Source: an optimization exercise on an open RTL-to-GDS flow (aim: small area, a short achievable clock period and few clock cycles per item). Production flows keep margins and buffers that such runs may drop.
Where RTL was checked, it was by simulation tests only, not by an equivalence proof against the original.
No functional check of the RTL was part of runs 3 and 4.
Power and IR drop assume default switching activity.

==> design.v <==
module redmule_mx_norm (
  input logic [15:0] x_i,
  output logic [11:0] el_o
);
  logic [9:0] m, pre, h;
  logic [5:0] ks;
  logic [4:0] fs;
  logic enz;
  assign m = x_i[9:0];
  assign enz = |x_i[14:10];
  always_comb begin
    pre[9] = 1'b0;
    for (int i = 8; i >= 0; i--) pre[i] = pre[i + 1] | m[i + 1];
  end
  assign h = m & ~pre;
  always_comb begin
    ks = '0;
    for (int i = 0; i < 10; i++) ks = ks | ({6{h[i]}} & 6'(i + 23));
  end
  assign fs[4] = |(h[9:1] & m[8:0]);
  assign fs[3] = |(h[9:2] & m[7:0]);
  assign fs[2] = |(h[9:3] & m[6:0]);
  assign fs[1] = |(h[9:4] & m[5:0]);
  assign fs[0] = |(m[4:0] & pre[8:4]);
  assign el_o[11] = x_i[15];
  assign el_o[10:5] = enz ? {1'b1, x_i[14:10]} : ks;
  assign el_o[4:0] = enz ? {m[9:6], |m[5:0]} : fs;
endmodule
module redmule_mx_enc (
  input logic [11:0] el_i,
  input logic [5:0] kn_i,
  output logic [7:0] q_o
);
  logic [4:0] f, g;
  logic [5:0] k, j;
  logic [6:0] cy;
  logic co, rnd, nrm, sat, s0, s1, s2, s3, nz;
  logic [2:0] r;
  logic [3:0] sub;
  logic [6:0] c;
  assign f = el_i[4:0];
  assign k = el_i[10:5];
  assign co = &f[4:1];
  assign cy[0] = co;
  always_comb
    for (int i = 0; i < 6; i++) begin
      j[i] = k[i] ^ kn_i[i] ^ cy[i];
      cy[i + 1] = (k[i] & kn_i[i]) | (cy[i] & (k[i] ^ kn_i[i]));
    end
  assign rnd = f[1] & (f[0] | f[2]);
  assign r[0] = f[2] ^ rnd;
  assign r[1] = f[3] ^ (f[2] & f[1]);
  assign r[2] = f[4] ^ (f[3] & f[2] & f[1]);
  assign g = co ? 5'd0 : f;
  assign nz = |j[3:0];
  assign nrm = (j[5] && j[4] && nz) || (j == 6'd0);
  assign sat = (j == 6'd0) || (&j[3:0] && &r);
  assign s0 = j == 6'd48;
  assign s1 = j == 6'd47;
  assign s2 = j == 6'd46;
  assign s3 = j == 6'd45;
  always_comb begin
    sub = 4'd0;
    if (s0) sub = 4'd4 + 4'(g[4:3]) + 4'(g[2] & (g[1] | g[0] | g[3]));
    if (s1) sub = 4'd2 + 4'(g[4]) + 4'(g[3] & ((|g[2:0]) | g[4]));
    if (s2) sub = 4'd1 + 4'(g[4]);
    if (s3) sub = 4'(|g);
  end
  assign c[6:3] = nrm ? (j[3:0] | {4{sat}}) : {3'b000, sub[3]};
  assign c[2:0] = nrm ? (sat ? 3'b110 : r) : sub[2:0];
  assign q_o = {el_i[11], c};
endmodule
module redmule_mx_encoder #(
  parameter int DATA_W = 256,
  parameter int BITW = 16,
  parameter int NUM_LANES = 8
) (
  input logic clk_i,
  input logic rst_i,
  input logic fp16_valid_i,
  output logic fp16_ready_o,
  input logic [NUM_LANES*BITW-1:0] fp16_data_i,
  output logic mx_val_valid_o,
  input logic mx_val_ready_i,
  output logic [DATA_W-1:0] mx_val_data_o,
  output logic mx_exp_valid_o,
  input logic mx_exp_ready_i,
  output logic [7:0] mx_exp_data_o
);
  localparam int EW = 12;
  logic [NUM_LANES*EW-1:0] w_norm;
  logic [NUM_LANES*EW-1:0] r_c, r_d;
  logic [127:0] r_a, r_b;
  logic [EW-1:0] w_el [32];
  logic [255:0] w_enc;
  logic [5:0] r_kmax3, w_kmax3, w_kmax, w_kn;
  logic [23:0] w_col3 [6];
  logic [23:0] w_alive3 [7];
  logic [8:0] w_col [6];
  logic [8:0] w_alive [7];
  logic w_special;
  logic [1:0] r_cnt, w_cnt;
  logic r_full, w_full, r_rdy, w_rdy, r_val_v, w_val_v, r_exp_v, w_exp_v;
  logic [7:0] r_exp;
  logic w_acc, w_go;
  for (genvar l = 0; l < NUM_LANES; l++) begin : g_norm
    redmule_mx_norm u_norm (.x_i(fp16_data_i[BITW*l +: BITW]), .el_o(w_norm[EW*l +: EW]));
  end
  always_comb
    for (int l = 0; l < NUM_LANES; l++) begin
      w_el[l] = r_c[EW*l +: EW];
      w_el[8 + l] = r_d[EW*l +: EW];
      w_el[16 + l] = r_a[EW*l +: EW];
      w_el[24 + l] = r_b[EW*l +: EW];
    end
  always_comb
    for (int b = 0; b < 6; b++) begin
      for (int i = 0; i < 24; i++) w_col3[b][i] = w_el[i][5 + b];
      for (int i = 0; i < 8; i++) w_col[b][i] = w_el[24 + i][5 + b];
      w_col[b][8] = r_kmax3[b];
    end
  assign w_alive3[6] = '1;
  assign w_alive[6] = '1;
  always_comb
    for (int b = 5; b >= 0; b--) begin
      w_kmax3[b] = |(w_alive3[b + 1] & w_col3[b]);
      w_alive3[b] = w_alive3[b + 1] & (w_col3[b] | {24{!w_kmax3[b]}});
      w_kmax[b] = |(w_alive[b + 1] & w_col[b]);
      w_alive[b] = w_alive[b + 1] & (w_col[b] | {9{!w_kmax[b]}});
    end
  assign w_special = &w_kmax;
  assign w_kn = w_kmax == 6'd0 ? 6'd16 : ~w_kmax;
  for (genvar i = 0; i < 32; i++) begin : g_enc
    logic [7:0] q;
    redmule_mx_enc u_enc (.el_i(w_el[i]), .kn_i(w_kn), .q_o(q));
    assign w_enc[8*i +: 8] = w_special ? 8'h7F : q;
  end
  assign w_acc = fp16_valid_i && r_rdy;
  assign w_go = r_full && !r_exp_v;
  always_comb begin
    w_cnt = r_cnt + 2'(w_acc);
    w_full = (r_full && !w_go) || (w_acc && r_cnt == 2'd3);
    w_val_v = w_go || (r_val_v && !mx_val_ready_i);
    w_exp_v = w_go || (r_exp_v && !mx_exp_ready_i);
    case (w_cnt)
      2'd0: w_rdy = !w_full || !w_exp_v;
      2'd1: w_rdy = 1'b1;
      default: w_rdy = !w_val_v;
    endcase
  end
  always_ff @(posedge clk_i) begin
    if (rst_i) begin
      r_cnt <= '0;
      r_full <= 1'b0;
      r_rdy <= 1'b1;
      r_val_v <= 1'b0;
      r_exp_v <= 1'b0;
    end else begin
      r_cnt <= w_cnt;
      r_full <= w_full;
      r_rdy <= w_rdy;
      r_val_v <= w_val_v;
      r_exp_v <= w_exp_v;
    end
  end
  always_ff @(posedge clk_i) begin
    r_kmax3 <= w_kmax3;
    if (r_rdy && r_cnt == 2'd0) r_c <= w_norm;
    if (r_rdy && r_cnt == 2'd1) r_d <= w_norm;
    if (w_go) begin
      r_a <= w_enc[127:0];
      r_b <= w_enc[255:128];
    end else begin
      if (r_rdy && r_cnt == 2'd2) r_a[NUM_LANES*EW-1:0] <= w_norm;
      if (r_rdy && r_cnt == 2'd3) r_b[NUM_LANES*EW-1:0] <= w_norm;
    end
    if (w_go) r_exp <= w_special ? 8'hFF : w_kmax == 6'd0 ? 8'h00 : 8'(w_kmax) + 8'd72;
  end
  assign fp16_ready_o = r_rdy;
  assign mx_val_valid_o = r_val_v;
  assign mx_exp_valid_o = r_exp_v;
  assign mx_val_data_o = {r_b, r_a};
  assign mx_exp_data_o = r_exp;
endmodule
==> flow/run.sh <==
#!/bin/bash
# Own layout flow: the standard ORFS flow, with three changes:
#  - synthesis is the standard flow's own script (synth_recipe.tcl) with only the ABC mapping script
#    replaced by flow/abc.script; registers and their names are untouched;
#  - the port buffers are sky130_fd_sc_hd__buf_2 instead of the default choice;
#  - repair_timing aims for extra setup margin (FLOW_SETUP_MARGIN, ns).
# Each tool's output goes to the ORFS logs under orfs/logs and to make.log here.
set -euo pipefail
W=$PWD
FL=$W/flow
RES=$W/orfs/results/$FLOW_PLATFORM/redmule_mx_encoder/base
MARGIN=$(cat $FL/margin.txt 2>/dev/null || echo 0)
cat > $W/own_synth.tcl <<EOT
proc abc {args} {
  set i [lsearch -exact \$args -script]
  if {\$i >= 0} { lset args [expr {\$i + 1}] $FL/abc.script }
  yosys abc {*}\$args
}
source $W/synth_recipe.tcl
EOT
export BUFFER_PORTS_ARGS="-buffer_cell sky130_fd_sc_hd__buf_2"
export SETUP_SLACK_MARGIN=$MARGIN
make -C $FLOW_HOME DESIGN_CONFIG=$W/config.mk WORK_HOME=$W/orfs CLKGATE_MAP_FILE= \
  SYNTH_SCRIPT=$W/own_synth.tcl "BUFFER_PORTS_ARGS=$BUFFER_PORTS_ARGS" \
  SETUP_SLACK_MARGIN=$MARGIN finish > $W/make.log 2>&1
: # left out here: write the final layout as DEF
==> flow/abc.script <==
&get -n
&st
&deepsyn -T 60
&st
&dch -f
&nf -R 1000
&put
==> flow/margin.txt <==
42
==> standard.sh <==
#!/bin/bash
# synth_recipe.tcl (not shown) runs the flow's synth.tcl, then flattens the netlist and writes it again
# the make line also repeats each setting of config.mk as NAME=value (left out here)
make -C /OpenROAD-flow-scripts/flow DESIGN_CONFIG=/design/flow/config.mk WORK_HOME=/design/flow/orfs CLKGATE_MAP_FILE= SYNTH_SCRIPT=/design/flow/synth_recipe.tcl "${@:-finish}"
==> config.mk <==
export PLATFORM = sky130hd
export DESIGN_NAME = redmule_mx_encoder
export DESIGN_NICKNAME = redmule_mx_encoder
export VERILOG_FILES = /design/flow/design.v
export SDC_FILE = /design/flow/constraint.sdc
export NUM_CORES = 8
export LEC_CHECK = 0
export CAP_MARGIN = 20
export CORE_MARGIN = 2
export CORE_UTILIZATION = 40
export PLACE_DENSITY = 0.5
export SLEW_MARGIN = 20
export SYNTH_HIERARCHICAL = 1
==> constraint.sdc <==
create_clock -name core_clock -period 55.0 [get_ports {clk_i}]
set_input_delay 11.0000 -clock core_clock [delete_from_list [all_inputs] [get_ports {clk_i}]]
set_output_delay 11.0000 -clock core_clock [all_outputs]
set_load 0.01 [all_outputs]
==> results.txt, run 1 <==
number of buffers added for setup after CTS = 0
yosys warns = 19
TritonCTS clock tree = done
final setup violation count = 0
setup repair after global routing missed its margin = no
deepest level of the CTS H-tree = 2
via count of the first global-routing pass = 29.63k
clock share of power = 28.8%
maximum root-to-sink buffer count = 3
DRC violation total after the first TritonRoute iteration = 3107
top-level I/O count = 400
y dimension of the die = 296.5 µm
count of state elements after synthesis = 468
post-synthesis sequential area ratio = 40.71%
switching pwr = 548.2 µW
Peak supply drop = 0.00002259 V
1st-pass router iterations = 6
maximum achievable frequency = 78.29 MHz
post-placement worst setup slack = 41.73 ns
total detailed-routing wirelength = 141600 µm
post-layout min period = 12.77 ns
area grow syn2layout = 16.12%
post-route antenna net violation count = 0
P per Cell Area = 35.67 nW/µm²
Design Area, Final = 39740 µm²
final worst clock skew = 0.01902 ns
via-per-instance ratio = 6.159
Least-Margin Pin Slew = 1.104 ns
ratio of cells with drive above 1 in the final layout = 13.27%
final critical-path share of the clock period = 23.22%
Worst Setup Start Kind = primary input
post-CTS resize count = 0
core area = 85010 µm²
async set-reset flop share out of synthesis = 0%
Final nets = 4364
Maximum Capacitance Violations = 0
fin. max-slew vios = 0
top post-synthesis cells by area = sky130_fd_sc_hd__edfxtp_1 40%, sky130_fd_sc_hd__fa_1 9.4%, sky130_fd_sc_hd__clkinv_1 4.7%
share of total power in sequential cells = 33.9%
final setup TNS = 0 ns
number of placement rows = 107
largest driver fanout on the critical path = 10
post-synth design cell area = 34220 µm²
count of hold buffers inserted by post-cts repair = 0
DRC violation count after routing = 0
Yosys top cell area share = 40.01%
path class of the lowest-slack min-delay path = reg2reg
count of mapped cells out of synthesis = 3586
global-route wire length before repair = 202600 µm
CP required = 55.50 ns
Hold Vio Cnt, Final = 0
clock network latency to the later pin of the worst-skew pair = 0.64 ns
net count of the mapped netlist = 3914
P_int = 869.3 µW
Sw Ratio = 38.67%
vias = 32.21k
largest net degree at the start of global routing = 85
GRT Residual Overflow = 0
cell at the root of the clock tree = sky130_fd_sc_hd__clkbuf_16
number of buffers created by CTS = 58
weighted congestion at the end of routability-driven global placement = 0.9717
antenna violations before repair = 6
leak pwr = 12.94 nW
total power = 1.417 mW
Worst-path clk slew = 0.06 ns
Critical Setup Path Class = in2reg
number of library cell types mapped by synthesis = 51
cell types with the highest counts after synthesis = 456 x sky130_fd_sc_hd__edfxtp_1, 430 x sky130_fd_sc_hd__clkinv_1, 315 x sky130_fd_sc_hd__o21ai_0, 294 x sky130_fd_sc_hd__nor2_1, 292 x sky130_fd_sc_hd__a21oi_1
Final WS setup = 42.23 ns
number of synthesized flops with an enable pin = 456
status = finished clean
instance area at placement = 37710 µm²
global-route usage over all layers = 31.49%
IO Port Bufs = 399
register-to-register setup slack = 43.14 ns
Worst Setup End Kind = flip-flop
worst slew slack as a fraction of its limit = 26.37%
data arrival time of the worst path = 13.27 ns
most frequently used cell type in the post-synthesis netlist = sky130_fd_sc_hd__edfxtp_1
starting density of the core = 40.26%
total die area = 87910 µm²
most area-hungry cell type in the Yosys netlist = sky130_fd_sc_hd__edfxtp_1
routed wirelength normalized by instance count = 27.08 µm
Die X-Extent = 296.5 µm
sink count of the clock tree = 468
combinational cell fraction of total power = 37.3%
Avg Inst Size Synth = 9.543 µm²
post-detail-place hpwl = 106500 µm
most common flop cell mapped by yosys = sky130_fd_sc_hd__edfxtp_1
[power groups by stage]
stage	combinational, mW	sequential [mW]	clock, mW
3_3_place_gp	0.526	0.488	0
6_report	0.528	0.481	0.408
2_1_floorplan	0.360	0.473	0
5_1_grt	0.586	0.483	0.427
3_5_place_dp	0.520	0.487	0
4_1_cts	0.523	0.480	0.414
[modules after synthesis (local to each module, per instance)]
module              cells  flip-flops and latches  times used
redmule_mx_encoder   1106                     468           1
redmule_mx_enc         59                       0          32
redmule_mx_norm        74                       0           8
[critical path: stages]
cell and delay (ns):
sky130_fd_sc_hd__buf_2 0.16, sky130_fd_sc_hd__nor4_1 0.78, sky130_fd_sc_hd__a22oi_1 0.19, sky130_fd_sc_hd__o21ai_0 0.86
sky130_fd_sc_hd__o22a_1 0.28
[registers in the layout, indices dropped and copies added, names as in the netlist]
register  count
r_a         128
r_b         128
r_c          96
r_cnt         2
r_d          96
r_exp         8
r_exp_v       1
r_full        1
r_kmax3       6
r_rdy         1
r_val_v       1
[kinds of logic after synthesis]
group / Yosys count / share of synthesized area, %
buffers and inverters: 470 / 5.594
flip-flops: 468 / 40.71
adder cells (fa/ha/maj): 195 / 10.64
AO/OA/AOI/OAI: 1307 / 25.87
XOR/XNOR: 65 / 1.664
AND/OR/NAND/NOR: 1081 / 15.52
[stage by stage]
step	instances	hold WS, ns	util (%)
global route	5228	0.5316	46.74
CTS	5227	0.4986	46.73
finish	5229	0.4945	46.75
detailed placement	5119	0.4861	44.36
global placement	5119	0.4860	44.35
floorplan	3586	0.4742	-
[cells in the final DEF (no fill, tap or decap), types with 30 or more instances in the layout]
| master | netlist | routed |
|---|---|---|
| sky130_fd_sc_hd__clkinv_1 | 430 | 438 |
| sky130_fd_sc_hd__o21a_1 | 57 | 57 |
| sky130_fd_sc_hd__nor2_1 | 294 | 287 |
| sky130_fd_sc_hd__clkbuf_16 | 0 | 61 |
| sky130_fd_sc_hd__nor3_1 | 87 | 87 |
| sky130_fd_sc_hd__or2_0 | 105 | 105 |
| sky130_fd_sc_hd__edfxtp_1 | 456 | 456 |
| sky130_fd_sc_hd__o41a_1 | 32 | 32 |
| sky130_fd_sc_hd__o22a_1 | 168 | 168 |
| sky130_fd_sc_hd__buf_2 | 0 | 399 |
| sky130_fd_sc_hd__o2111ai_1 | 32 | 32 |
| sky130_fd_sc_hd__a21oi_1 | 292 | 290 |
| sky130_fd_sc_hd__nand2_1 | 242 | 241 |
| sky130_fd_sc_hd__fa_1 | 160 | 160 |
| sky130_fd_sc_hd__o311ai_0 | 32 | 32 |
| sky130_fd_sc_hd__xnor2_1 | 64 | 64 |
| sky130_fd_sc_hd__o211ai_1 | 104 | 104 |
| sky130_fd_sc_hd__buf_4 | 40 | 30 |
| sky130_fd_sc_hd__o31ai_1 | 32 | 32 |
| sky130_fd_sc_hd__nor4b_1 | 40 | 40 |
| sky130_fd_sc_hd__ha_1 | 35 | 35 |
| sky130_fd_sc_hd__and2_0 | 43 | 43 |
| sky130_fd_sc_hd__a2111oi_0 | 32 | 32 |
| sky130_fd_sc_hd__o22ai_1 | 49 | 49 |
| sky130_fd_sc_hd__nand4_1 | 51 | 51 |
| sky130_fd_sc_hd__o21ai_0 | 315 | 314 |
| sky130_fd_sc_hd__nand3_1 | 95 | 95 |
| sky130_fd_sc_hd__nor2b_1 | 59 | 59 |
| sky130_fd_sc_hd__o32a_1 | 32 | 32 |
[final timing paths]
| kind | depth (start not counted) | startpoint | endpoint |
|---|---|---|---|
| setup / recovery | 5 | fp16_data_i[40] | r_b[27] |
| setup reg to reg | 47 | r_b[10] | r_a[81] |
| hold / removal | 2 | r_val_v | r_val_v |
| hold reg to reg | 2 | r_val_v | r_val_v |
[layout make-up]
type,count,area [µm²]
Antenna cell,1,2.502
Clock buffer,66,1545
Clock inverter,42,467.9
Fill cell,8267,45270
Inverter,430,1622
Multi-Input combinational cell,2648,18500
Sequential cell,468,13930
Tap cell,1144,1431
Timing Repair Buffer,430,2237
[metal layers]
metal / vias to the layer above / part of all wire [%] / global-route usage (%)
met5: - / 0.0092 / 0
met2: 1492 / 45 / 49.42
li1: 14469 / - / -
met4: 2 / 3.3 / 9.571
met3: 224 / 8.2 / 5.267
met1: 16018 / 43 / 44.57
Testbench counts, summed over its fixed seeds: cycles 2,064, blocks 512.
==> run 2: changes to the inputs <==
removed: flow/margin.txt
==> run 2 against run 1 <==
Against the previous run:
- critical path type unchanged
- core utilization is the same
- largest cell class unchanged
- via count unchanged
- highest routed layer unchanged
- maximum frequency stayed put
- clock skew unchanged
- sequential share of layout area unchanged
==> results.txt, run 2 <==
status = finished clean
path class of the lowest-slack min-delay path = reg2reg
1st-pass router iterations = 6 (unchanged)
most used cells in the layout excluding fill and tap cells = 456 x sky130_fd_sc_hd__edfxtp_1, 438 x sky130_fd_sc_hd__clkinv_1, 399 x sky130_fd_sc_hd__buf_2, 314 x sky130_fd_sc_hd__o21ai_0, 290 x sky130_fd_sc_hd__a21oi_1
routed wirelength normalized by instance count = 27.08 µm (unchanged)
most area-hungry cell type in the Yosys netlist = sky130_fd_sc_hd__edfxtp_1
fin. max-slew vios = 0 (unchanged)
Maximum Capacitance Violations = 0 (unchanged)
Yosys top cell area share = 40.01% (unchanged)
final setup TNS = 0 ns (unchanged)
Sw Ratio = 38.67% (unchanged)
vias = 32.21k (unchanged)
via-per-instance ratio = 6.159 (unchanged)
top post-synthesis cells by area = sky130_fd_sc_hd__edfxtp_1 40%, sky130_fd_sc_hd__fa_1 9.4%, sky130_fd_sc_hd__clkinv_1 4.7%
TritonCTS clock tree = done
Worst-path clk slew = 0.06 ns (about the same)
post-detail-place hpwl = 106500 µm (unchanged)
post-synthesis sequential area ratio = 40.71% (unchanged)
cell at the root of the clock tree = sky130_fd_sc_hd__clkbuf_16
register-to-register setup slack = 43.14 ns (about the same)
IO Port Bufs = 399 (unchanged)
number of placement rows = 107 (unchanged)
Peak supply drop = 0.00002259 V (unchanged)
total detailed-routing wirelength = 141600 µm (unchanged)
post-placement worst setup slack = 41.73 ns (unchanged)
Die X-Extent = 296.5 µm (unchanged)
total power = 1.417 mW (unchanged)
switching pwr = 548.2 µW (unchanged)
Final WS setup = 42.23 ns (unchanged)
Worst Setup Start Kind = primary input
post-layout min period = 12.77 ns (unchanged)
antenna violations before repair = 6 (unchanged)
count of hold buffers inserted by post-cts repair = 0 (unchanged)
first element of the critical path = fp16_data_i[40]
total die area = 87910 µm² (unchanged)
yosys warns = 19 (unchanged)
number of buffers added for setup after CTS = 0 (unchanged)
maximum root-to-sink buffer count = 3 (unchanged)
net count of the mapped netlist = 3914 (unchanged)
Post-Layout Cell Count = 5229 (unchanged)
cell types with the highest counts after synthesis = 456 x sky130_fd_sc_hd__edfxtp_1, 430 x sky130_fd_sc_hd__clkinv_1, 315 x sky130_fd_sc_hd__o21ai_0, 294 x sky130_fd_sc_hd__nor2_1, 292 x sky130_fd_sc_hd__a21oi_1
global-route wire length before repair = 202600 µm (unchanged)
number of library cell types mapped by synthesis = 51 (unchanged)
deepest level of the CTS H-tree = 2 (unchanged)
Avg Inst Size Synth = 9.543 µm² (unchanged)
Hold Vio Cnt, Final = 0 (unchanged)
Worst Setup End Kind = flip-flop
post-route antenna net violation count = 0 (unchanged)
core area = 85010 µm² (unchanged)
area grow syn2layout = 16.12% (unchanged)
share of total power in sequential cells = 33.9% (about the same)
global-route usage over all layers = 31.49% (unchanged)
post-synth design cell area = 34220 µm² (unchanged)
final worst clock skew = 0.01902 ns (unchanged)
Least-Margin Pin Slew = 1.104 ns (unchanged)
DRC violation total after the first TritonRoute iteration = 3107 (unchanged)
Largest regs = r_a (128), r_b (128)
number of synthesized flops with an enable pin = 456 (unchanged)
maximum achievable frequency = 78.29 MHz (unchanged)
startpoint of the lowest-slack register-to-register path = r_b[10]
ratio of cells with drive above 1 in the final layout = 13.27% (unchanged)
clock share of power = 28.8% (about the same)
number of buffers created by CTS = 58 (unchanged)
P_int = 869.3 µW (unchanged)
post-CTS resize count = 0 (unchanged)
cell count after placement = 5119 (unchanged)
P per Cell Area = 35.67 nW/µm² (unchanged)
sink count of the clock tree = 468 (unchanged)
largest driver fanout on the critical path = 10 (unchanged)
clock network latency to the later pin of the worst-skew pair = 0.64 ns (about the same)
launch instance of the worst min-delay path = r_val_v
Design Area, Final = 39740 µm² (unchanged)
Critical Setup Path Class = in2reg
weighted congestion at the end of routability-driven global placement = 0.9717 (unchanged)
count of state elements after synthesis = 468 (unchanged)
worst slew slack as a fraction of its limit = 26.37% (unchanged)
starting density of the core = 40.26% (unchanged)
instance area at placement = 37710 µm² (unchanged)
largest net degree at the start of global routing = 85 (unchanged)
data arrival time of the worst path = 13.27 ns (about the same)
final setup violation count = 0 (unchanged)
count of mapped cells out of synthesis = 3586 (unchanged)
final critical-path share of the clock period = 23.22% (unchanged)
most common flop cell mapped by yosys = sky130_fd_sc_hd__edfxtp_1
y dimension of the die = 296.5 µm (unchanged)
CP required = 55.50 ns (about the same)
leak pwr = 12.94 nW (unchanged)
top-level I/O count = 400 (unchanged)
most frequently used cell type in the post-synthesis netlist = sky130_fd_sc_hd__edfxtp_1
DRC violation count after routing = 0 (unchanged)
most common cell after layout, fill and taps aside = sky130_fd_sc_hd__edfxtp_1
GRT Residual Overflow = 0 (unchanged)
async set-reset flop share out of synthesis = 0% (unchanged)
setup repair after global routing missed its margin = no
combinational cell fraction of total power = 37.3% (about the same)
Final nets = 4364 (unchanged)
via count of the first global-routing pass = 29.63k (unchanged)
[run 2: cell counts after synthesis]
No cell type changed its count.
[run 2: layout make-up]
class / count / area [µm²]
flip-flops and latches: 468 / 13930
fillers: 8267 / 45270
clock buffers: 66 / 1545
repair buffers: 430 / 2237
inverters: 430 / 1622
diodes: 1 / 2.502
clock inverters: 42 / 467.9
multi-input cells: 2648 / 18500
well taps: 1144 / 1431
[run 2: cells by family (layout without fill, tap and decap cells)]
| logic type | after synthesis | count (layout) | share of synthesized area [%] |
|---|---|---|---|
| simple gates | 1081 | 1081 | 15.52 |
| xor+xnor | 65 | 65 | 1.664 |
| flops | 468 | 468 | 40.71 |
| compound gates | 1307 | 1307 | 25.87 |
| buf+inv | 470 | 968 | 5.594 |
| fa+ha+maj | 195 | 195 | 10.64 |
| other cells | 0 | 1 | 0 |
[run 2: per-stage QoR]
| stage | util (%) | hold slack [ns] |
|---|---|---|
| 2_1_floorplan | - | 0.4742 |
| 6_report | 46.75 | 0.4945 |
| 3_5_place_dp | 44.36 | 0.4861 |
| 5_1_grt | 46.74 | 0.5316 |
| 4_1_cts | 46.73 | 0.4986 |
| 3_3_place_gp | 44.35 | 0.4860 |
[run 2: worst paths after layout]
path                            cells past startpoint      end
worst max-delay path                                5  r_b[27]
worst min-delay path                                2  r_val_v
worst max register to register                     47  r_a[81]
worst min register to register                      2  r_val_v
[run 2: critical path, cell delays in order]
cell,delay (ns)
sky130_fd_sc_hd__buf_2,0.16
sky130_fd_sc_hd__nor4_1,0.78
sky130_fd_sc_hd__a22oi_1,0.19
sky130_fd_sc_hd__o21ai_0,0.86
sky130_fd_sc_hd__o22a_1,0.28
[run 2: power groups by stage]
stage	Sequential, mW	Clock, mW	Combinational (mW)
6_report	0.481	0.408	0.528
5_1_grt	0.483	0.427	0.586
4_1_cts	0.480	0.414	0.523
3_5_place_dp	0.487	0	0.520
3_3_place_gp	0.488	0	0.526
2_1_floorplan	0.473	0	0.360
[run 2: per-layer routing]
metal / vias up / wire [µm] / track usage, %
li1: 14469 / - / -
met4: 2 / 4684 / 9.571
met3: 224 / 11600 / 5.267
met1: 16018 / 61580 / 44.57
met5: - / 13 / 0
met2: 1492 / 63730 / 49.42
[run 2: modules after synthesis, one instance, submodules excluded]
module | cells | flops+latches
redmule_mx_encoder | 1106 | 468
redmule_mx_enc | 59 | 0
redmule_mx_norm | 74 | 0
==> run 3: changes to the inputs <==
--- a/design.v
+++ b/design.v
@@ -93,18 +93,19 @@
   logic [127:0] r_a, r_b;
   logic [EW-1:0] w_el [32];
   logic [255:0] w_enc;
-  logic [5:0] r_kmax3, w_kmax3, w_kmax, w_kn;
-  logic [23:0] w_col3 [6];
-  logic [23:0] w_alive3 [7];
+  logic [5:0] r_km, w_kmax, w_kn;
+  logic [47:0] w_kl, r_kl;
+  logic r_klv;
   logic [8:0] w_col [6];
   logic [8:0] w_alive [7];
   logic w_special;
   logic [1:0] r_cnt, w_cnt;
   logic r_full, w_full, r_rdy, w_rdy, r_val_v, w_val_v, r_exp_v, w_exp_v;
   logic [7:0] r_exp;
-  logic w_acc, w_go;
+  logic w_acc, w_go, w_lda, w_ldb, w_hda, w_hdb;
   for (genvar l = 0; l < NUM_LANES; l++) begin : g_norm
     redmule_mx_norm u_norm (.x_i(fp16_data_i[BITW*l +: BITW]), .el_o(w_norm[EW*l +: EW]));
+    assign w_kl[6*l +: 6] = w_norm[EW*l + 5 +: 6];
   end
   always_comb
     for (int l = 0; l < NUM_LANES; l++) begin
@@ -115,16 +116,12 @@
     end
   always_comb
     for (int b = 0; b < 6; b++) begin
-      for (int i = 0; i < 24; i++) w_col3[b][i] = w_el[i][5 + b];
-      for (int i = 0; i < 8; i++) w_col[b][i] = w_el[24 + i][5 + b];
-      w_col[b][8] = r_kmax3[b];
+      for (int i = 0; i < 8; i++) w_col[b][i] = r_kl[6*i + b] & r_klv;
+      w_col[b][8] = r_km[b];
     end
-  assign w_alive3[6] = '1;
   assign w_alive[6] = '1;
   always_comb
     for (int b = 5; b >= 0; b--) begin
-      w_kmax3[b] = |(w_alive3[b + 1] & w_col3[b]);
-      w_alive3[b] = w_alive3[b + 1] & (w_col3[b] | {24{!w_kmax3[b]}});
       w_kmax[b] = |(w_alive[b + 1] & w_col[b]);
       w_alive[b] = w_alive[b + 1] & (w_col[b] | {9{!w_kmax[b]}});
     end
@@ -136,6 +133,10 @@
     assign w_enc[8*i +: 8] = w_special ? 8'h7F : q;
   end
   assign w_acc = fp16_valid_i && r_rdy;
+  assign w_lda = r_rdy && r_cnt == 2'd2;
+  assign w_ldb = r_rdy && r_cnt == 2'd3;
+  assign w_hda = !(w_go || w_lda);
+  assign w_hdb = !(w_go || w_ldb);
   assign w_go = r_full && !r_exp_v;
   always_comb begin
     w_cnt = r_cnt + 2'(w_acc);
@@ -155,7 +156,11 @@
       r_rdy <= 1'b1;
       r_val_v <= 1'b0;
       r_exp_v <= 1'b0;
+      r_klv <= 1'b0;
+      r_km <= '0;
     end else begin
+      r_klv <= w_acc;
+      r_km <= w_go ? 6'd0 : w_kmax;
       r_cnt <= w_cnt;
       r_full <= w_full;
       r_rdy <= w_rdy;
@@ -164,15 +169,14 @@
     end
   end
   always_ff @(posedge clk_i) begin
-    r_kmax3 <= w_kmax3;
+    r_kl <= w_kl;
     if (r_rdy && r_cnt == 2'd0) r_c <= w_norm;
     if (r_rdy && r_cnt == 2'd1) r_d <= w_norm;
+    r_a[95:0] <= ({96{w_go}} & w_enc[95:0]) | ({96{w_lda}} & w_norm) | ({96{w_hda}} & r_a[95:0]);
+    r_b[95:0] <= ({96{w_go}} & w_enc[223:128]) | ({96{w_ldb}} & w_norm) | ({96{w_hdb}} & r_b[95:0]);
     if (w_go) begin
-      r_a <= w_enc[127:0];
-      r_b <= w_enc[255:128];
-    end else begin
-      if (r_rdy && r_cnt == 2'd2) r_a[NUM_LANES*EW-1:0] <= w_norm;
-      if (r_rdy && r_cnt == 2'd3) r_b[NUM_LANES*EW-1:0] <= w_norm;
+      r_a[127:96] <= w_enc[127:96];
+      r_b[127:96] <= w_enc[255:224];
     end
     if (w_go) r_exp <= w_special ? 8'hFF : w_kmax == 6'd0 ? 8'h00 : 8'(w_kmax) + 8'd72;
   end
==> flow/margin.txt (new file) <==
42.5
==> run 3 against run 2 <==
Against the previous run:
- combinational power up 120%
- synthesized area fell by 1.3%
- largest cell class unchanged
- design area is essentially flat
==> results.txt, run 3 <==
status = finished clean
DRC violation total after the first TritonRoute iteration = 2895 (-6.8%)
maximum achievable frequency = 80.36 MHz (+2.6%)
ratio of cells with drive above 1 in the final layout = 13.69% (+0.42 points)
yosys warns = 15 (-4)
net count of the mapped netlist = 4209 (+7.5%)
DRC violation count after routing = 0 (unchanged)
number of buffers created by CTS = 67 (+16%)
global-route wire length before repair = 194600 µm (-4.0%)
deepest level of the CTS H-tree = 3 (+1)
weighted congestion at the end of routability-driven global placement = 0.9192 (-5.4%)
clock network latency to the later pin of the worst-skew pair = 0.62 ns (-0.02 ns)
Top Family by Delay on Critical Path = flip-flops
Largest regs = r_a (128), r_b (128)
count of mapped cells out of synthesis = 3881 (+8.2%)
startpoint of the lowest-slack register-to-register path = r_kl[29]
count of hold buffers inserted by post-cts repair = 0 (unchanged)
post-layout min period = 12.44 ns (-0.3289 ns)
fin. max-slew vios = 0 (unchanged)
post-detail-place hpwl = 94020 µm (-12%)
path class of the lowest-slack min-delay path = reg2reg
total die area = 86790 µm² (-1.3%)
post-route antenna net violation count = 0 (unchanged)
minimum hold slack = 0.4553 ns (-0.03913 ns)
global-route usage over all layers = 29.49% (-2.0 points)
register-to-register setup slack = 43.53 ns (+0.39 ns)
number of library cell types mapped by synthesis = 45 (-12%)
post-synth design cell area = 33780 µm² (-1.3%)
core area = 83690 µm² (-1.6%)
final critical-path share of the clock period = 22.63% (-0.60 points)
most common flop cell mapped by yosys = sky130_fd_sc_hd__edfxtp_1
number of logic stages on the critical path including buffering = 1 (-4)
total detailed-routing wirelength = 130100 µm (-8.1%)
most common cell after layout, fill and taps aside = sky130_fd_sc_hd__buf_2
cell at the root of the clock tree = sky130_fd_sc_hd__clkbuf_16
TritonCTS clock tree = done
final worst clock skew = 0.02707 ns (+0.008047 ns)
leak pwr = 15.23 nW (+18%)
Yosys top cell area share = 23.47% (-17 points)
Critical Setup Path Class = reg2out
1st-pass router iterations = 6 (unchanged)
most frequently used cell type in the post-synthesis netlist = sky130_fd_sc_hd__clkinv_1
y dimension of the die = 294.6 µm (-0.64%)
data arrival time of the worst path = 1.44 ns (-11.83 ns)
Worst-path clk slew = 0.06 ns (about the same)
maximum root-to-sink buffer count = 3 (unchanged)
via count of the first global-routing pass = 30.63k (+3.4%)
most area-hungry cell type in the Yosys netlist = sky130_fd_sc_hd__edfxtp_1
cell at the slowest stage of the critical path = sky130_fd_sc_hd__dfxtp_1
largest net degree at the start of global routing = 95 (+12%)
sink count of the clock tree = 517 (+10%)
R2R depth = 46 (-2.1%)
Maximum Capacitance Violations = 0 (unchanged)
Final nets = 4669 (+7.0%)
Peak supply drop = 0.00002965 V (+31%)
worst path cell trace = buf_2
Worst Setup Start Kind = flip-flop
final setup TNS = 0 ns (unchanged)
starting density of the core = 40.37% (+0.11 points)
Antenna diodes = 0 (-1)
largest driver fanout on the critical path = 9 (-1)
IO Port Bufs = 399 (unchanged)
number of placement rows = 106 (-0.93%)
post-synthesis sequential area ratio = 38.46% (-2.3 points)
count of state elements after synthesis = 517 (+10%)
destination of the worst register-to-register timing path = r_b[25]
routed wirelength normalized by instance count = 23.53 µm (-13%)
via-per-instance ratio = 5.872 (-4.7%)
CP required = 44.00 ns (-11.50 ns)
Die X-Extent = 294.6 µm (-0.64%)
top post-synthesis cells by area = sky130_fd_sc_hd__edfxtp_1 23%, sky130_fd_sc_hd__dfxtp_1 15%, sky130_fd_sc_hd__fa_1 9.5%
GRT Residual Overflow = 0 (unchanged)
setup repair after global routing missed its margin = yes
launch instance of the worst min-delay path = r_b[23]
worst slew slack as a fraction of its limit = 25.88% (-0.48 points)
Hold Path End = r_b[23]
async set-reset flop share out of synthesis = 0% (unchanged)
Avg Inst Size Synth = 8.704 µm² (-8.8%)
number of synthesized flops with an enable pin = 264 (-42%)
P per Cell Area = 57.18 nW/µm² (+60%)
antenna violations before repair = 1 (-5)
final setup violation count = 0 (unchanged)
sum of buffers and inverters on the critical path = 1 (unchanged)
max incr delay on CP = 0.58 ns (-0.28 ns)
top-level I/O count = 400 (unchanged)
Hold Vio Cnt, Final = 0 (unchanged)
vias = 32.47k (+0.84%)
worst hold path cell count = 2 (unchanged)
Least-Margin Pin Slew = 1.112 ns (+0.007259 ns)
most used cells in the layout excluding fill and tap cells = 399 x sky130_fd_sc_hd__buf_2, 392 x sky130_fd_sc_hd__clkinv_1, 353 x sky130_fd_sc_hd__nand2_1, 343 x sky130_fd_sc_hd__nor2_1, 327 x sky130_fd_sc_hd__nand3_1
cell types with the highest counts after synthesis = 397 x sky130_fd_sc_hd__clkinv_1, 365 x sky130_fd_sc_hd__nor2_1, 353 x sky130_fd_sc_hd__nand2_1, 332 x sky130_fd_sc_hd__o21ai_0, 328 x sky130_fd_sc_hd__nand3_1
area grow syn2layout = 17.70%
Worst Setup End Kind = output pin
==> run 3: metal layers <==
metal	vias to the layer above	wire (µm)	global-route usage, %
met2	1218	59300	47.19
met5	-	0	0
met4	0	3164	7.578
li1	15192	-	-
met3	183	8615	4.344
met1	15881	59030	41.69
==> run 3: what timing repair did <==
action	in CTS	in global routing
pin swaps	0	2
setup buffers	0	4
setup endpoints to repair	7	184
gates resized for setup	3	20
==> run 3: worst max path at each step <==
stage	from	to	slack [ns]
2_1_floorplan	fp16_data_i[24]	r_a[21]	42.36
3_3_place_gp	fp16_data_i[108]	r_b[79]	41.76
3_5_place_dp	fp16_data_i[108]	r_b[79]	41.80
4_1_cts	fp16_data_i[60]	r_a[43]	42.53
5_1_grt	fp16_data_i[41]	r_a[25]	42.47
6_report	r_b[27]	mx_val_data_o[155]	42.56
==> run 3: modules after synthesis, one instance, submodules excluded <==
| module | cells inside | flops+latches |
|---|---|---|
| redmule_mx_enc | 63 | 0 |
| redmule_mx_encoder | 1273 | 517 |
| redmule_mx_norm | 74 | 0 |
==> run 3: area by class of cell <==
type	instances	area, µm²
Clock buffer	95	1938
Clock inverter	29	321.6
Fill cell	8281	43930
Inverter	397	1506
Multi-Input combinational cell	2927	19330
Sequential cell	517	12990
Tap cell	1134	1419
Timing Repair Buffer	431	2250
==> run 3: kinds of logic (layout without fill, tap and decap cells) <==
logic type,after synthesis,after routing,share of synthesized area [%]
AND/OR/NAND/NOR,1599,1599,23.70
adder cells (fa/ha/maj),195,195,10.78
AO/OA/AOI/OAI,1068,1068,20.07
buffers and inverters,437,952,5.300
XOR/XNOR,65,65,1.685
flip-flops,517,517,38.46
==> run 3: through the flow <==
stage                     util [%]  total power [mW]  instance area (µm²)  std cells  setup WS, ns
after global placement       44.70             1.816                37410       5401         41.76
after floorplan                  -             1.415                33950       3881         42.36
after global routing         47.51             2.443                39760       5530         42.47
final                        47.51             2.274                39760       5530         42.56
after detailed placement     44.70             1.809                37410       5401         41.80
after CTS                    47.40             2.272                39670       5525         42.53
==> run 3: worst min-delay path: cells and delay by family, from the launching register on <==
kind             cells  cell delay, ns
DFF                  1            0.32
and+or+nand+nor      2            0.09
==> run 3: power by group <==
part	leakage (nW)	switching [mW]	internal [mW]
combinational	9.55	0.709	0.460
clock	1.10	0.182	0.271
sequential	4.58	0.139	0.512
==> run 4: changes to the inputs <==
==> flow/margin.txt (replaced) <==
43.0
==> run 4 against run 3 <==
Against the previous run:
- still clean
- sequential share of layout area is 2.6 points lower
- synthesized area stayed put
- synthesized cell count stayed put
- design area is 14% higher
- cell count is 4.8% higher
- worst setup slack better by 0.19 ns
- via count is 4.8% higher
- hold slack better by 0.022 ns
- critical endpoint is now mx_exp_data_o[0]
==> results.txt, run 4 <==
status = finished clean
count of state elements after synthesis = 517 (unchanged)
IO Port Bufs = 399 (unchanged)
worst slew slack as a fraction of its limit = 17.07% (-8.8 points)
weighted congestion at the end of routability-driven global placement = 0.9591 (+4.3%)
maximum achievable frequency = 81.63 MHz (+1.6%)
total power = 2.525 mW (+11%)
CP required = 44.00 ns (about the same)
register-to-register setup slack = 43.91 ns (+0.38 ns)
Die X-Extent = 294.6 µm (unchanged)
deepest level of the CTS H-tree = 2 (-1)
largest family of logic cells by synthesized area = simple AND/OR/NAND/NOR gates
max incr delay on CP = 0.45 ns (-0.13 ns)
via-per-instance ratio = 5.871 (about the same)
sum of buffers and inverters on the critical path = 1 (unchanged)
share of total power in sequential cells = 25.6% (-3.0 points)
worst hold path cell count = 2 (unchanged)
most area-hungry cell type in the Yosys netlist = sky130_fd_sc_hd__edfxtp_1
P per Cell Area = 55.80 nW/µm² (-2.4%)
top-level I/O count = 400 (unchanged)
Critical Setup Path Class = reg2out
fraction of synthesized area in multiplexers = 0% (unchanged)
cell at the slowest stage of the critical path = sky130_fd_sc_hd__edfxtp_1
total detailed-routing wirelength = 140100 µm (+7.7%)
antenna violations before repair = 2 (+1)
1st-pass router iterations = 9 (+3)
DRC violation count after routing = 0 (unchanged)
async set-reset flop share out of synthesis = 0% (unchanged)
final critical-path share of the clock period = 22.27% (-0.35 points)
vias = 34.04k (+4.8%)
Maximum Capacitance Violations = 0 (unchanged)
final setup violation count = 0 (unchanged)
largest net degree at the start of global routing = 130 (+37%)
setup repair after global routing missed its margin = yes
minimum hold slack = 0.4773 ns (+0.02195 ns)
TritonCTS clock tree = done
most common flop cell mapped by yosys = sky130_fd_sc_hd__edfxtp_1
leak pwr = 17.40 nW (+14%)
area share of fa/ha/maj cells after synthesis = 10.78% (unchanged)
Final WS setup = 42.75 ns (+0.1937 ns)
post-synth design cell area = 33780 µm² (unchanged)
global-route wire length before repair = 207200 µm (+6.5%)
final setup TNS = 0 ns (unchanged)
number of placement rows = 106 (unchanged)
global-route usage over all layers = 31.50% (+2.0 points)
Worst Setup End Kind = output pin
yosys warns = 15 (unchanged)
sink count of the clock tree = 517 (unchanged)
Antenna diodes = 0 (unchanged)
post-detail-place hpwl = 95360 µm (+1.4%)
post-route antenna net violation count = 0 (unchanged)
Final nets = 4942 (+5.8%)
Hold Vio Cnt, Final = 0 (unchanged)
DRC violation total after the first TritonRoute iteration = 3164 (+9.3%)
Worst Setup Start Kind = flip-flop
instance area at placement = 38150 µm² (+2.0%)
cell types with the highest counts after synthesis = 397 x sky130_fd_sc_hd__clkinv_1, 365 x sky130_fd_sc_hd__nor2_1, 353 x sky130_fd_sc_hd__nand2_1, 332 x sky130_fd_sc_hd__o21ai_0, 328 x sky130_fd_sc_hd__nand3_1
starting density of the core = 40.37% (unchanged)
count of mapped cells out of synthesis = 3881 (unchanged)
clock share of power = 16.3% (-3.6 points)
number of buffers created by CTS = 61 (-9.0%)
top post-synthesis cells by area = sky130_fd_sc_hd__edfxtp_1 23%, sky130_fd_sc_hd__dfxtp_1 15%, sky130_fd_sc_hd__fa_1 9.5%
number of logic stages on the critical path including buffering = 1 (unchanged)
data arrival time of the worst path = 1.25 ns (-0.19 ns)
clock network latency to the later pin of the worst-skew pair = 0.65 ns (+0.03 ns)
switching pwr = 1.091 mW (+5.9%)
simple logic cell fraction of the synthesized area = 23.70% (unchanged)
combinational cell fraction of total power = 58.1% (+6.7 points)
Post-Synth XOR/XNOR Area = 1.685% (unchanged)
y dimension of the die = 294.6 µm (unchanged)
Yosys top cell area share = 23.47% (unchanged)
post-placement worst setup slack = 42.08 ns (+0.2782 ns)
most common cell after layout, fill and taps aside = sky130_fd_sc_hd__clkinv_1
most frequently used cell type in the post-synthesis netlist = sky130_fd_sc_hd__clkinv_1
Top Family by Delay on Critical Path = flip-flops
Avg Inst Size Synth = 8.704 µm² (unchanged)
net count of the mapped netlist = 4209 (unchanged)
area grow syn2layout = 33.97%
final cell utilization of the core = 54.08% (+6.6 points)
most used cells in the layout excluding fill and tap cells = 374 x sky130_fd_sc_hd__clkinv_1, 340 x sky130_fd_sc_hd__nand2_1, 327 x sky130_fd_sc_hd__nand3_1, 324 x sky130_fd_sc_hd__nor2_1, 293 x sky130_fd_sc_hd__buf_4
post-synthesis sequential area ratio = 38.46% (unchanged)
number of synthesized flops with an enable pin = 264 (unchanged)
Worst-path clk slew = 0.06 ns (about the same)
maximum root-to-sink buffer count = 3 (unchanged)
routed wirelength normalized by instance count = 24.17 µm (+2.7%)
Least-Margin Pin Slew = 1.244 ns (+0.1322 ns)
ratio of cells with drive above 1 in the final layout = 27.42% (+14 points)
largest driver fanout on the critical path = 1 (-8)
core area = 83690 µm² (unchanged)
final worst clock skew = 0.04090 ns (+0.01383 ns)
number of library cell types mapped by synthesis = 45 (unchanged)
Post-Layout Cell Count = 5798 (+4.8%)
GRT Residual Overflow = 0 (unchanged)
R2R depth = 44 (-4.3%)
Design Area, Final = 45260 µm² (+14%)
Sw Ratio = 43.22% (-2.1 points)
cell at the root of the clock tree = sky130_fd_sc_hd__clkbuf_16
Peak supply drop = 0.00003313 V (+12%)
Largest regs = r_a (128), r_b (128)
path class of the lowest-slack min-delay path = reg2reg
P_int = 1.434 mW (+15%)
via count of the first global-routing pass = 32.15k (+5.0%)
cell count after placement = 5403 (+0.037%)
post-layout min period = 12.25 ns (-0.1937 ns)
total die area = 86790 µm² (unchanged)
Synth Area in Compound Gates = 20.07% (unchanged)
fin. max-slew vios = 0 (unchanged)
worst path cell trace = buf_2
run 4: cell families (layout without fill, tap and decap cells):
logic type / Yosys count / count (layout)
AOI/OAI and AO/OA: 1068 / 1068
xor gates and xnor gates: 65 / 65
adders and majority gates: 195 / 195
buffers and inverters: 437 / 1220
DFF: 517 / 517
and+or+nand+nor: 1599 / 1599
run 4: timing repair:
| action | CTS | global route |
|---|---|---|
| hold buffers | 0 | 0 |
| pin swaps | 61 | 102 |
| cloned | 0 | 0 |
| setup endpoints to repair | 411 | 509 |
| resized for setup | 742 | 170 |
| buffers inserted | 227 | 55 |
run 4: path summary, 6_finish.rpt:
kind / start / endpoint
min reg2reg: r_c[47] / r_a[31]
max reg2reg: r_kl[29] / r_b[10]
min: r_c[47] / r_a[31]
max: r_exp[0] / mx_exp_data_o[0]
run 4: area by class of cell:
| type | instances | area [µm²] |
|---|---|---|
| Fill cell | 7774 | 38430 |
| Multi-Input combinational cell | 2927 | 20540 |
| Sequential cell | 517 | 13590 |
| Timing Repair Buffer | 710 | 5981 |
| Clock buffer | 86 | 1773 |
| Inverter | 397 | 1739 |
| Tap cell | 1134 | 1419 |
| Clock inverter | 27 | 214.0 |
run 4: per-layer routing:
layer	global-route usage [%]	up-vias	share of wire, %
met3	4.728	200	7.2
met5	0	-	0
met4	8.064	0	2.8
met2	50.63	1353	46
met1	44.34	16778	44
li1	-	15708	-
run 4: power groups by stage:
stage                     Combinational (mW)  Clock [mW]  Sequential [mW]
after global placement                  1.15           0            0.662
after detailed placement                1.15           0            0.661
after floorplan                        0.778           0            0.640
after CTS                               1.43       0.417            0.646
final                                   1.47       0.411            0.647
after global routing                    1.61       0.431            0.655
run 4: modules after synthesis, one instance, submodules excluded:
| module | copies in the design | area (µm²) | cells | flops+latches |
|---|---|---|---|---|
| redmule_mx_enc | 32 | 417.9 | 63 | 0 |
| redmule_mx_encoder | 1 | 17290 | 1273 | 517 |
| redmule_mx_norm | 8 | 390.4 | 74 | 0 |
==> run 5: changes to the inputs <==
--- a/design.v
+++ b/design.v
@@ -34,7 +34,7 @@
   logic [4:0] f, g;
   logic [5:0] k, j;
   logic [6:0] cy;
-  logic co, rnd, nrm, sat, s0, s1, s2, s3, nz;
+  logic co, rnd, nrm, sat, s0, s1, s2, s3, nz, r0, r1, t0, t1;
   logic [2:0] r;
   logic [3:0] sub;
   logic [6:0] c;
@@ -59,13 +59,14 @@
   assign s1 = j == 6'd47;
   assign s2 = j == 6'd46;
   assign s3 = j == 6'd45;
-  always_comb begin
-    sub = 4'd0;
-    if (s0) sub = 4'd4 + 4'(g[4:3]) + 4'(g[2] & (g[1] | g[0] | g[3]));
-    if (s1) sub = 4'd2 + 4'(g[4]) + 4'(g[3] & ((|g[2:0]) | g[4]));
-    if (s2) sub = 4'd1 + 4'(g[4]);
-    if (s3) sub = 4'(|g);
-  end
+  assign r0 = g[2] & (g[1] | g[0] | g[3]);
+  assign r1 = g[3] & (g[2] | g[1] | g[0] | g[4]);
+  assign t0 = g[4] & g[3] & r0;
+  assign t1 = g[4] & r1;
+  assign sub[3] = s0 & t0;
+  assign sub[2] = (s0 & !t0) | (s1 & t1);
+  assign sub[1] = (s0 & (g[4] ^ (g[3] & r0))) | (s1 & !t1) | (s2 & g[4]);
+  assign sub[0] = (s0 & (g[3] ^ r0)) | (s1 & (g[4] ^ r1)) | (s2 & !g[4]) | (s3 & |g);
   assign c[6:3] = nrm ? (j[3:0] | {4{sat}}) : {3'b000, sub[3]};
   assign c[2:0] = nrm ? (sat ? 3'b110 : r) : sub[2:0];
   assign q_o = {el_i[11], c};
==> flow/run.sh (replaced) <==
#!/bin/bash
# Own layout flow: the standard ORFS flow, with these changes:
#  - synthesis is the standard flow's own script (synth_recipe.tcl) with yosys's generic "abc -fast" pass
#    skipped (SYNTH_ARGS=-noabc) and the final ABC mapping script replaced: flow/abc_leaf.script
#    for the small combinational modules, flow/abc_top.script for the top module. Registers and
#    their names are untouched by either change;
#  - the port buffers are sky130_fd_sc_hd__buf_2 instead of the default choice;
#  - repair_timing aims for a setup margin of flow/margin.txt ns.
# ORFS writes each step's log under orfs/logs; make's own output goes to make.log here.
set -euo pipefail
W=$PWD
FL=$W/flow
RES=$W/orfs/results/$FLOW_PLATFORM/redmule_mx_encoder/base
MARGIN=$(cat $FL/margin.txt)
cat > $W/own_synth.tcl <<EOT
proc abc {args} {
  set i [lsearch -exact \$args -script]
  set leaf \$args
  lset leaf [expr {\$i + 1}] $FL/abc_leaf.script
  set top \$args
  lset top [expr {\$i + 1}] $FL/abc_top.script
  yosys abc {*}\$leaf redmule_mx_enc redmule_mx_norm
  yosys abc {*}\$top $FLOW_TOP
}
source $W/synth_recipe.tcl
EOT
export BUFFER_PORTS_ARGS="-buffer_cell sky130_fd_sc_hd__buf_2"
export SETUP_SLACK_MARGIN=$MARGIN
export SYNTH_ARGS=-noabc
make -C $FLOW_HOME DESIGN_CONFIG=$W/config.mk WORK_HOME=$W/orfs CLKGATE_MAP_FILE= \
  SYNTH_SCRIPT=$W/own_synth.tcl "BUFFER_PORTS_ARGS=$BUFFER_PORTS_ARGS" \
  SETUP_SLACK_MARGIN=$MARGIN SYNTH_ARGS=-noabc finish > $W/make.log 2>&1
: # left out here: write the final layout as DEF
==> flow/abc_leaf.script (new file) <==
&get -n
&st
&deepsyn -T 60
&st
&dch -f
&nf -R 1000
&put
==> flow/abc_top.script (new file) <==
&get -n
&st
&dch -f
&nf -R 1000
&st
&syn2
&dch -f
&nf -R 1000
&st
&syn2
&dch -f
&nf -R 1000
&put
==> flow/margin.txt (replaced) <==
42.5
removed: flow/abc.script
==> run 5 against run 4 <==
Against the previous run:
- still clean on timing, DRC and antenna
- clock-buffer cell count grew 7
- power shrank 2.4%
- synthesized area shrank 0.34%
- worst setup slack lost 0.19 ns
- maximum frequency shrank 1.5%
- hold slack lost 0.033 ns
- first-iteration DRC count shrank 15%
- wire length shrank 6.7%
- critical path type unchanged
- largest cell class unchanged
==> results.txt, run 5 <==
y dimension of the die = 294.1 µm (-0.17%)
core area = 83560 µm² (-0.16%)
post-synthesis sequential area ratio = 38.59% (+0.13 points)
maximum root-to-sink buffer count = 3 (unchanged)
sink count of the clock tree = 517 (unchanged)
vias = 32.15k (-5.6%)
fill count = 8153 (+4.9%)
TritonCTS clock tree = done
final worst clock skew = 0.03076 ns (-0.01014 ns)
post-layout min period = 12.44 ns (+0.1908 ns)
worst slew slack as a fraction of its limit = 23.52% (+6.4 points)
simple logic cell fraction of the synthesized area = 22.68% (-1.0 points)
global-route usage over all layers = 29.57% (-1.9 points)
total detailed-routing wirelength = 130700 µm (-6.7%)
Least-Margin Pin Slew = 1.145 ns (-0.09943 ns)
final setup violation count = 0 (unchanged)
Critical Setup Path Class = reg2out
DRC violation count after routing = 0 (unchanged)
most common flop cell mapped by yosys = sky130_fd_sc_hd__edfxtp_1
worst path cell trace = buf_2
Worst Setup Start Kind = flip-flop
total die area = 86500 µm² (-0.34%)
via-per-instance ratio = 6.020 (+2.5%)
IO Port Bufs = 399 (unchanged)
number of placement rows = 106 (unchanged)
largest driver fanout on the critical path = 9 (+8)
status = finished clean
number of buffers created by CTS = 66 (+8.2%)
cell types with the highest counts after synthesis = 626 x sky130_fd_sc_hd__nand2_1, 438 x sky130_fd_sc_hd__o21ai_0, 264 x sky130_fd_sc_hd__edfxtp_1, 253 x sky130_fd_sc_hd__dfxtp_1, 193 x sky130_fd_sc_hd__a21oi_1
routed wirelength normalized by instance count = 24.48 µm (+1.3%)
deepest level of the CTS H-tree = 3 (+1)
most used cells in the layout excluding fill and tap cells = 616 x sky130_fd_sc_hd__nand2_1, 419 x sky130_fd_sc_hd__o21ai_0, 399 x sky130_fd_sc_hd__buf_2, 264 x sky130_fd_sc_hd__edfxtp_1, 252 x sky130_fd_sc_hd__dfxtp_1
async set-reset flop share out of synthesis = 0% (unchanged)
number of synthesized flops with an enable pin = 264 (unchanged)
most common cell after layout, fill and taps aside = sky130_fd_sc_hd__nand2_1
antenna violations before repair = 1 (-1)
top post-synthesis cells by area = sky130_fd_sc_hd__edfxtp_1 24%, sky130_fd_sc_hd__dfxtp_1 15%, sky130_fd_sc_hd__fa_1 9.5%
Worst-path clk slew = 0.06 ns (about the same)
sum of buffers and inverters on the critical path = 1 (unchanged)
most frequently used cell type in the post-synthesis netlist = sky130_fd_sc_hd__nand2_1
Yosys top cell area share = 23.55% (+0.080 points)
area share of fa/ha/maj cells after synthesis = 12.00% (+1.2 points)
starting density of the core = 40.29% (-0.074 points)
data arrival time of the worst path = 1.44 ns (+0.19 ns)
fraction of synthesized area in multiplexers = 0% (unchanged)
fin. max-slew vios = 0 (unchanged)
Largest regs = r_a (128), r_b (128)
Hold Vio Cnt, Final = 0 (unchanged)
Avg Inst Size Synth = 9.026 µm² (+3.7%)
number of library cell types mapped by synthesis = 50 (+11%)
CP required = 44.00 ns (about the same)
global-route wire length before repair = 195000 µm (-5.9%)
1st-pass router iterations = 5 (-4)
clock network latency to the later pin of the worst-skew pair = 0.62 ns (-0.03 ns)
count of mapped cells out of synthesis = 3730 (-3.9%)
post-synth design cell area = 33670 µm² (-0.34%)
Final nets = 4564 (-7.6%)
max incr delay on CP = 0.58 ns (+0.13 ns)
Top Family by Delay on Critical Path = flip-flops
via count of the first global-routing pass = 30.15k (-6.2%)
final setup TNS = 0 ns (unchanged)
path class of the lowest-slack min-delay path = reg2reg
count of state elements after synthesis = 517 (unchanged)
instance area at placement = 37370 µm² (-2.0%)
yosys warns = 15 (unchanged)
post-detail-place hpwl = 95720 µm (+0.37%)
Synth Area in Compound Gates = 22.02% (+2.0 points)
cell count after placement = 5196 (-3.8%)
weighted congestion at the end of routability-driven global placement = 0.9381 (-2.2%)
total power = 2.466 mW (-2.4%)
Worst Setup End Kind = output pin
Design Area, Final = 39950 µm² (-12%)
Post-Layout Cell Count = 5340 (-7.9%)
top-level I/O count = 400 (unchanged)
area grow syn2layout = 18.66%
most area-hungry cell type in the Yosys netlist = sky130_fd_sc_hd__edfxtp_1
setup repair after global routing missed its margin = yes
Peak supply drop = 0.00002971 V (-10%)
GRT Residual Overflow = 0 (unchanged)
leak pwr = 15.62 nW (-10%)
Maximum Capacitance Violations = 0 (unchanged)
post-route antenna net violation count = 0 (unchanged)
maximum achievable frequency = 80.38 MHz (-1.5%)
largest family of logic cells by synthesized area = simple AND/OR/NAND/NOR gates
cell at the slowest stage of the critical path = sky130_fd_sc_hd__dfxtp_1
final critical-path share of the clock period = 22.62% (+0.35 points)
net count of the mapped netlist = 4090 (-2.8%)
P per Cell Area = 61.73 nW/µm² (+11%)
largest net degree at the start of global routing = 100 (-23%)
minimum hold slack = 0.4447 ns (-0.03256 ns)
ratio of cells with drive above 1 in the final layout = 15.41% (-12 points)
DRC violation total after the first TritonRoute iteration = 2686 (-15%)
Die X-Extent = 294.1 µm (-0.17%)
cell at the root of the clock tree = sky130_fd_sc_hd__clkbuf_16
Post-Synth XOR/XNOR Area = 2.524% (+0.84 points)
[run 5: changes by cell type after synthesis, moves of 78 or more]
| cell | previous run | this run |
|---|---|---|
| sky130_fd_sc_hd__nand2b_1 | 100 | 11 |
| sky130_fd_sc_hd__nand2_1 | 353 | 626 |
| sky130_fd_sc_hd__nor2_1 | 365 | 192 |
| sky130_fd_sc_hd__o21ai_0 | 332 | 438 |
| sky130_fd_sc_hd__nand3_1 | 328 | 87 |
| sky130_fd_sc_hd__nor3_1 | 51 | 129 |
| sky130_fd_sc_hd__clkinv_1 | 397 | 115 |
[run 5: where the power goes]
group / total, mW / switching (mW) / internal (mW)
Clock: 0.461 / 0.183 / 0.278
Combinational: 1.31 / 0.804 / 0.509
Sequential: 0.691 / 0.168 / 0.523
Total: 2.47 / 1.16 / 1.31
[run 5: modules after synthesis (local to each module, per instance)]
module              cells inside  area, µm²  times used  flops+latches
redmule_mx_norm               76      386.6           8              0
redmule_mx_enc                57      410.4          32              0
redmule_mx_encoder          1298      17440           1            517
[run 5: metal layers]
metal / GRT usage, % / up-vias / share of wire, %
li1: - / 15096 / -
met1: 40.41 / 15794 / 44
met2: 49.10 / 1082 / 47
met3: 4.502 / 173 / 5.9
met4: 7.180 / 0 / 2.5
met5: 0 / - / 0
[run 5: worst reg2reg max path: cells and delay by family (launching register included)]
kind                       cells  cell delay [ns]
AOI/OAI and AO/OA             11             3.15
adders and majority gates      4             1.27
and+or+nand+nor               15             4.29
buffers and inverters          5             2.36
DFF                            1             0.56
[run 5: layout make-up]
class | instances | area [µm²] | area share [%]
multi-input combinational | 3058 | 20480 | 51.27
sequential | 517 | 13000 | 32.53
timing repair buffer | 446 | 2350 | 5.882
clock buffer | 93 | 1982 | 4.961
tap | 1080 | 1351 | 3.383
inverter | 115 | 460.4 | 1.153
clock inverter | 29 | 321.6 | 0.8050
antenna | 2 | 5.005 | 0.01253
[run 5: worst paths after layout]
kind / start / end / slack (ns) / depth (start not counted)
worst max-delay path: r_a[37] / mx_val_data_o[37] / 42.56 / 1
worst min-delay path: r_d[47] / r_a[95] / 0.44 / 2
worst max register to register: r_klv / r_b[80] / 43.32 / 35
worst min register to register: r_d[47] / r_a[95] / 0.44 / 2
[run 5: per-stage QoR]
step	utilization, %	worst slack (ns)
after floorplan	-	42.43
final	47.81	42.56
after global routing	47.80	42.49
after detailed placement	44.73	41.68
after CTS	47.54	42.50
after global placement	44.73	41.63
[run 5: cell families (layout without fill, tap and decap cells)]
| family | after synthesis | in the layout |
|---|---|---|
| AOI/OAI and AO/OA | 1165 | 1165 |
| xor gates and xnor gates | 97 | 97 |
| adders and majority gates | 227 | 227 |
| buffers and inverters | 155 | 683 |
| DFF | 517 | 517 |
| other | 0 | 2 |
| and+or+nand+nor | 1569 | 1569 |
[run 5: what timing repair did]
item,in CTS,in global routing
setup buffers,3,17
cloned,0,0
gates resized for setup,15,31
hold buffers,0,0
pin swaps,2,12
setup endpoints to repair,47,109
Testbench counts of run 5, summed over its fixed seeds: cycles 2,064, blocks 512.
==> run 6: changes to the inputs <==
--- a/config.mk
+++ b/config.mk
@@ -8,6 +8,8 @@
 export CAP_MARGIN = 20
 export CORE_MARGIN = 2
 export CORE_UTILIZATION = 40
+export CTS_CLUSTER_DIAMETER = 150
+export CTS_CLUSTER_SIZE = 25
 export PLACE_DENSITY = 0.5
 export SLEW_MARGIN = 20
 export SYNTH_HIERARCHICAL = 1
==> run 6 against run 5 <==
Against the previous run:
- still clean on timing, DRC and antenna
- first-iteration DRC count up 9.0%
- hold slack better by 0.012 ns
- sequential power about the same
- worst setup slack worse by 0.022 ns
- synthesized cell count unchanged
- core utilization down 1.9 points
- die area did not move
- clock-buffer cell count fell by 50
- largest cell class unchanged
==> results.txt, run 6 <==
P per Cell Area = 57.90 nW/µm² (-6.2%)
wire length on met3 = 6859 µm (-11%)
Maximum Capacitance Violations = 0 (unchanged)
Least-Margin Pin Slew = 1.136 ns (-0.008189 ns)
y dimension of the die = 294.1 µm (unchanged)
largest net degree at the start of global routing = 100 (unchanged)
TritonCTS clock tree = done
Critical Setup Path Class = reg2out
worst path cell trace = buf_2
DRC violation total after the first TritonRoute iteration = 2929 (+9.0%)
routed wirelength normalized by instance count = 24.59 µm (+0.45%)
final worst clock skew = 0.02184 ns (-0.008916 ns)
number of library cell types mapped by synthesis = 50 (unchanged)
Worst Setup End Kind = output pin
post-detail-place hpwl = 95720 µm (unchanged)
final setup TNS = 0 ns (unchanged)
maximum root-to-sink buffer count = 3 (unchanged)
DRC violation count after routing = 0 (unchanged)
most area-hungry cell type in the Yosys netlist = sky130_fd_sc_hd__edfxtp_1
cell at the slowest stage of the critical path = sky130_fd_sc_hd__dfxtp_1
total die area = 86500 µm² (unchanged)
most common cell after layout, fill and taps aside = sky130_fd_sc_hd__nand2_1
cell at the root of the clock tree = sky130_fd_sc_hd__clkbuf_16
register-to-register setup slack = 43.44 ns (+0.12 ns)
CP required = 44.00 ns (about the same)
Die X-Extent = 294.1 µm (unchanged)
Avg Inst Size Synth = 9.026 µm² (unchanged)
vias = 31.71k (-1.4%)
clock network latency to the later pin of the worst-skew pair = 0.61 ns (about the same)
instance area at placement = 37370 µm² (unchanged)
global-route wire length before repair = 192900 µm (-1.0%)
final cell utilization of the core = 45.89% (-1.9 points)
number of synthesized flops with an enable pin = 264 (unchanged)
fin. max-slew vios = 0 (unchanged)
fill count = 8283 (+1.6%)
ratio of cells with drive above 1 in the final layout = 13.71% (-1.7 points)
largest driver fanout on the critical path = 9 (unchanged)
core area = 83560 µm² (unchanged)
Final nets = 4522 (-0.92%)
number of buffers created by CTS = 24 (-64%)
leak pwr = 14.81 nW (-5.2%)
Design Area, Final = 38340 µm² (-4.0%)
cell types with the highest counts after synthesis = 626 x sky130_fd_sc_hd__nand2_1, 438 x sky130_fd_sc_hd__o21ai_0, 264 x sky130_fd_sc_hd__edfxtp_1, 253 x sky130_fd_sc_hd__dfxtp_1, 193 x sky130_fd_sc_hd__a21oi_1
global-route usage over all layers = 29.08% (-0.49 points)
via-per-instance ratio = 6.028 (+0.14%)
final critical-path share of the clock period = 22.66% (+0.039 points)
max incr delay on CP = 0.60 ns (+0.02 ns)
final setup violation count = 0 (unchanged)
sink count of the clock tree = 517 (unchanged)
area used by multi-input combinational logic = 20480 µm² (about the same)
top post-synthesis cells by area = sky130_fd_sc_hd__edfxtp_1 24%, sky130_fd_sc_hd__dfxtp_1 15%, sky130_fd_sc_hd__fa_1 9.5%
status = finished clean
most common flop cell mapped by yosys = sky130_fd_sc_hd__edfxtp_1
Worst-path clk slew = 0.10 ns (+0.04 ns)
yosys warns = 15 (unchanged)
IO Port Bufs = 399 (unchanged)
met2 wire length = 62220 µm (+0.34%)
antenna violations before repair = 2 (+1)
Peak supply drop = 0.00003272 V (+10%)
highest routing layer actually used = met4
most frequently used cell type in the post-synthesis netlist = sky130_fd_sc_hd__nand2_1
post-synthesis sequential area ratio = 38.59% (unchanged)
Yosys top cell area share = 23.55% (unchanged)
most used cells in the layout excluding fill and tap cells = 617 x sky130_fd_sc_hd__nand2_1, 418 x sky130_fd_sc_hd__o21ai_0, 399 x sky130_fd_sc_hd__buf_2, 264 x sky130_fd_sc_hd__edfxtp_1, 252 x sky130_fd_sc_hd__dfxtp_1
Hold Vio Cnt, Final = 0 (unchanged)
top-level I/O count = 400 (unchanged)
count of state elements after synthesis = 517 (unchanged)
net count of the mapped netlist = 4090 (unchanged)
data arrival time of the worst path = 1.46 ns (+0.02 ns)
Largest regs = r_a (128), r_b (128)
setup repair after global routing missed its margin = yes
==> run 6: path summary, 6_finish.rpt <==
check,endpoint,cells after the start,from
worst max register to register,r_b[72],38,r_klv
worst max-delay path,mx_val_data_o[37],1,r_a[37]
worst min register to register,r_a[7],2,r_c[11]
worst min-delay path,r_a[7],2,r_c[11]
==> run 6: power by group <==
group	internal, mW	switching (mW)
clock network	0.0870	0.133
registers	0.522	0.168
logic	0.509	0.802
total	1.12	1.10
==> run 6: through the flow <==
step	worst slack [ns]	cells	power, mW	hold slack (ns)
2_1_floorplan	42.43	3730	1.546	0.4533
3_3_place_gp	41.63	5196	2.006	0.4277
3_5_place_dp	41.68	5196	1.995	0.4310
4_1_cts	42.50	5243	2.219	0.4574
5_1_grt	42.50	5260	2.410	0.4755
6_report	42.54	5260	2.220	0.4563
==> run 6: repair_timing <==
action,4_1_cts,5_1_grt
hold buffers,0,0
pin swaps,2,15
resized for setup,15,32
setup endpoints to repair,42,104
setup buffers,3,17
==> run 6: cell type report <==
class,instances,area share [%]
inverters,115,1.211
well taps,1080,3.524
clock buffers,43,1.808
repair buffers,446,6.128
multi-input cells,3058,53.41
clock inverters,1,0.02284
flip-flops and latches,517,33.90
==> run 6: metal layers <==
| layer | track usage (%) | vias up |
|---|---|---|
| li1 | - | 14957 |
| met4 | 5.388 | 0 |
| met5 | 0 | - |
| met3 | 3.263 | 120 |
| met1 | 40.55 | 15638 |
| met2 | 48.98 | 993 |
==> run 6: cells by family (layout without fill, tap and decap cells) <==
kind of cell	count (synthesis)	after routing	share of synthesized area, %
and+or+nand+nor	1569	1569	22.68
AOI/OAI and AO/OA	1165	1165	22.02
DFF	517	517	38.59
adders and majority gates	227	227	12.00
buffers and inverters	155	605	2.174
xor gates and xnor gates	97	97	2.523
==> run 6: Yosys stat by module, one instance, submodules excluded <==
| module | area [µm²] | times used | flops+latches |
|---|---|---|---|
| redmule_mx_enc | 410.4 | 32 | 0 |
| redmule_mx_encoder | 17440 | 1 | 517 |
| redmule_mx_norm | 386.6 | 8 | 0 |

-- re-timing with driven ports --
Ports are ideal in the flow. The routed layouts listed here were re-timed in OpenROAD. Step 1: set_driving_cell puts a clkbuf_16 on clk_i and a buf_2 on each other input, an assumption about the parent block. Step 2 times the ports against the registers' clock, not the clock port: input delays grow and output delays shrink by t, the midpoint of the rising clock arrivals with the driver on. Three values: no drivers, after step 1, after step 2; two values: the first two.
run | t (ns) | slack for setup (ns)
run 1 | 0.698 | 42.227 / 42.278 / 41.580
run 2 | 0.698 | 42.227 / 42.278 / 41.580
run 3 | 0.676 | 42.556 / 42.484 / 41.947
run 4 | 0.697 | 42.750 / 42.681 / 42.179
run 5 | 0.673 | 42.559 / 42.493 / 41.977
run 6 | 0.669 | 42.537 / 42.470 / 41.966
After both steps setup and hold are still met in every run listed.
